From an optimization exercise on the open Yosys and OpenROAD flow, aimed at small area, a short achievable clock period and few clock cycles per item; shortcuts taken in it are not production practice. RTL that was checked went through simulation tests only; none was proved equivalent to the original.

Design sptc_ctrl, start of the top module:
module sptc_ctrl (
  input  logic                 reset,
  input  logic                 clk,
  input  logic                 load_valid,
  input  logic                 load_target,
  input  logic [7:0][7:0]      load_data,
  input  logic [3:0][1:0]      load_index,
  input  logic                 start,
  output logic [1:0]           state,
  output logic                 result_valid,
  output logic [2:0]           result_row,
  output logic [7:0][31:0]     result_data
);
For scale: roughly 7,000 cells after synthesis, about 1,400 flip-flops, ~340 I/O pins.
==> module sptc_ctrl, before the edit <==
module sptc_ctrl (
  input  logic                 reset,
  input  logic                 clk,
  input  logic                 load_valid,
  input  logic                 load_target,
  input  logic [7:0][7:0]      load_data,
  input  logic [3:0][1:0]      load_index,
  input  logic                 start,
  output logic [1:0]           state,
  output logic                 result_valid,
  output logic [2:0]           result_row,
  output logic [7:0][31:0]     result_data
);
  logic [3:0][7:0]      a_val [8];
  logic [3:0][1:0]      a_idx [8];
  logic [7:0][7:0][7:0] b_mem;
  logic [2:0] pa_q, pb_q;
  logic       ready, load_wr, go, wr_a, wr_b;
  logic [3:0] oc_q;        
  logic [3:0] nk;          
  logic       v3_q, h3_q;  
  logic [2:0]       nr;
  logic [3:0][7:0]  rd_a;
  logic [3:0][1:0]  rd_idx;
  logic [3:0][3:0]  e_one, e_two, e_neg;
  logic [3:0][3:0][7:0] x_nxt;
  logic [3:0][7:0]      bh [8];
  logic [3:0][7:0]      ldh;
  logic [3:0][3:0]      s1_one, s1_two, s1_neg;
  logic [3:0][3:0][7:0] s1_x;
  logic [3:0][17:0] c_nxt;
  logic [3:0][17:0] lo_q;
  logic [7:0][17:0] c_q;
  assign ready   = ~state[1];
  assign load_wr = load_valid & ready;
  assign go      = start & ready;
  assign wr_a    = load_wr & (load_target == sptc_ctrl_pkg::tgt_a);
  assign wr_b    = load_wr & (load_target == sptc_ctrl_pkg::tgt_b);
  always_ff @(posedge reset or posedge clk) begin
    if (clk) begin
      state        <= sptc_ctrl_pkg::st_idle;
      pa_q         <= '0;
      pb_q         <= '0;
      oc_q         <= '0;
      v3_q         <= 1'b0;
      h3_q         <= 1'b0;
      result_valid <= 1'b0;
      result_row   <= '0;
    end else begin
      oc_q         <= nk;
      v3_q         <= go | (oc_q != 4'd0);
      h3_q         <= oc_q[0];
      result_valid <= v3_q & h3_q;
      if (result_valid) result_row <= result_row + 3'd1;
      if (go) begin
        pa_q <= '0;
        pb_q <= '0;
      end else begin
        if (wr_a) pa_q <= pa_q + 3'd1;
        if (wr_b) pb_q <= pb_q + 3'd1;
      end
      if (ready) begin
        if (go)           state <= sptc_ctrl_pkg::st_compute;
        else if (load_wr) state <= sptc_ctrl_pkg::st_load;
      end else if (result_valid && result_row == 3'd7) begin
        state <= sptc_ctrl_pkg::st_idle;
      end
    end
  end
  always_ff @(posedge reset) begin
    if (wr_a) begin
      a_val[pa_q] <= load_data[3:0];
      a_idx[pa_q] <= load_index;
    end
    if (wr_b) begin
      b_mem[pb_q] <= load_data;
    end
  end
  assign nk = go ? 4'd1 : ((oc_q != 4'd0) ? oc_q + 4'd1 : 4'd0);
  assign nr = (oc_q == 4'd0) ? 3'd0 : 3'(oc_q[3:1] + {2'd0, oc_q[0]});
  always_comb begin
    if (nr == 3'd0 && wr_a && pa_q == 3'd0) begin
      rd_a   = load_data[3:0];
      rd_idx = load_index;
    end else begin
      rd_a   = a_val[nr];
      rd_idx = a_idx[nr];
    end
  end
  for (genvar j = 0; j < 4; j++) begin : g_enc
    booth_enc u_enc (
      .a   (rd_a[j]),
      .one (e_one[j]),
      .two (e_two[j]),
      .neg (e_neg[j])
    );
  end
  always_comb begin
    for (int k = 0; k < 8; k++) begin
      bh[k] = nk[0] ? b_mem[k][7:4] : b_mem[k][3:0];
    end
    ldh = nk[0] ? load_data[7:4] : load_data[3:0];
    for (int j = 0; j < 4; j++) begin
      x_nxt[j] = bh[4 * (j / 2) + int'(rd_idx[j])];
      if (wr_b && pb_q == 3'(4 * (j / 2) + int'(rd_idx[j]))) x_nxt[j] = ldh;
    end
  end
  always_ff @(posedge reset) begin
    s1_one <= e_one;
    s1_two <= e_two;
    s1_neg <= e_neg;
    s1_x   <= x_nxt;
  end
  sp_core u_core (
    .ck   (reset),
    .one  (s1_one),
    .two  (s1_two),
    .neg  (s1_neg),
    .x    (s1_x),
    .c    (c_nxt)
  );
  always_ff @(posedge reset) begin
    lo_q     <= c_nxt;
    c_q[3:0] <= lo_q;
    c_q[7:4] <= c_nxt;
  end
  always_comb begin
    for (int n = 0; n < 8; n++) result_data[n] = {{14{c_q[n][17]}}, c_q[n]};
  end
endmodule
clock: 8.0 ns
lec_check: 0
abc_clock_period_in_ps: 3200
cap_margin: 20
cell_pad_in_sites_detail_placement: 1
cell_pad_in_sites_global_placement: 1
core_margin: 2
core_utilization: 30
place_density: 0.45
setup_slack_margin: 4.8
slew_margin: 20
run.sh (not shown) runs the stock make flow with config.mk's settings and CLKGATE_MAP_FILE= SYNTH_SCRIPT=/design/flow/synth_recipe.tcl, a recipe that flattens the netlist after the stock synthesis.
Change:
--- a/flow/design.v
+++ b/flow/design.v
@@ -3464,8 +3464,6 @@
   logic [3:0][1:0]  rd_idx;
   logic [3:0][3:0]  e_one, e_two, e_neg;
   logic [3:0][3:0][7:0] x_nxt;
-  logic [3:0][7:0]      bh [8];
-  logic [3:0][7:0]      ldh;
   logic [3:0][3:0]      s1_one, s1_two, s1_neg;
   logic [3:0][3:0][7:0] s1_x;
   logic [3:0][17:0] c_nxt;
@@ -3536,13 +3534,18 @@
     );
   end
   always_comb begin
-    for (int k = 0; k < 8; k++) begin
-      bh[k] = nk[0] ? b_mem[k][7:4] : b_mem[k][3:0];
-    end
-    ldh = nk[0] ? load_data[7:4] : load_data[3:0];
     for (int j = 0; j < 4; j++) begin
-      x_nxt[j] = bh[4 * (j / 2) + int'(rd_idx[j])];
-      if (wr_b && pb_q == 3'(4 * (j / 2) + int'(rd_idx[j]))) x_nxt[j] = ldh;
+      for (int n = 0; n < 4; n++) begin
+        x_nxt[j][n] = '0;
+        for (int r = 0; r < 4; r++) begin
+          if (rd_idx[j] == 2'(r)) begin
+            if (wr_b && pb_q == 3'(4 * (j / 2) + r))
+              x_nxt[j][n] = nk[0] ? load_data[n + 4] : load_data[n];
+            else
+              x_nxt[j][n] = nk[0] ? b_mem[4 * (j / 2) + r][n + 4] : b_mem[4 * (j / 2) + r][n];
+          end
+        end
+      end
     end
   end
   always_ff @(posedge reset) begin
After rerunning: Wire length decreases slightly. Setup slack is better by 64 ps. Clock skew increases by 37 ps. Count of clock-buffer cells in the layout increases by 9. Utilization decreases by 1.7 points. Sequential share of layout area increases by 0.35 points.
Testbench counts after the change, summed over its fixed seeds: cycles 10,240, jobs 320.
No functional check of the RTL was part of the first run of this note.

-- afterwards: timing with drivers on the ports --
No port has a modelled driver above. Below, the same layouts with a new extraction and two added sets of constraints.
Step 1, drivers: a clkbuf_16 drives reset and a buf_2 each remaining input, both assumed.
Step 2 also shifts input and output timing later by t, the mid clock arrival at the registers, as if the neighbouring blocks saw the same clock.
a / b / c = no drivers / after step 1 / after step 2; a / b = the first two.
| run | t, ns | slack for setup (ns) | worst data-port slew with drivers (ns) | pins driven straight from the clock port |
|---|---|---|---|---|
| the first run | 0.968 | 4.378 / 4.378 / 3.696 | 0.23 | 1 |
| the second run | 0.971 | 4.443 / 4.443 / 3.854 | 0.17 | 1 |
After both steps setup and hold are still met in every run listed. The setup slack of the first run, which loses most, moves by 0.000 ns with the drivers and by -0.682 ns with both steps.
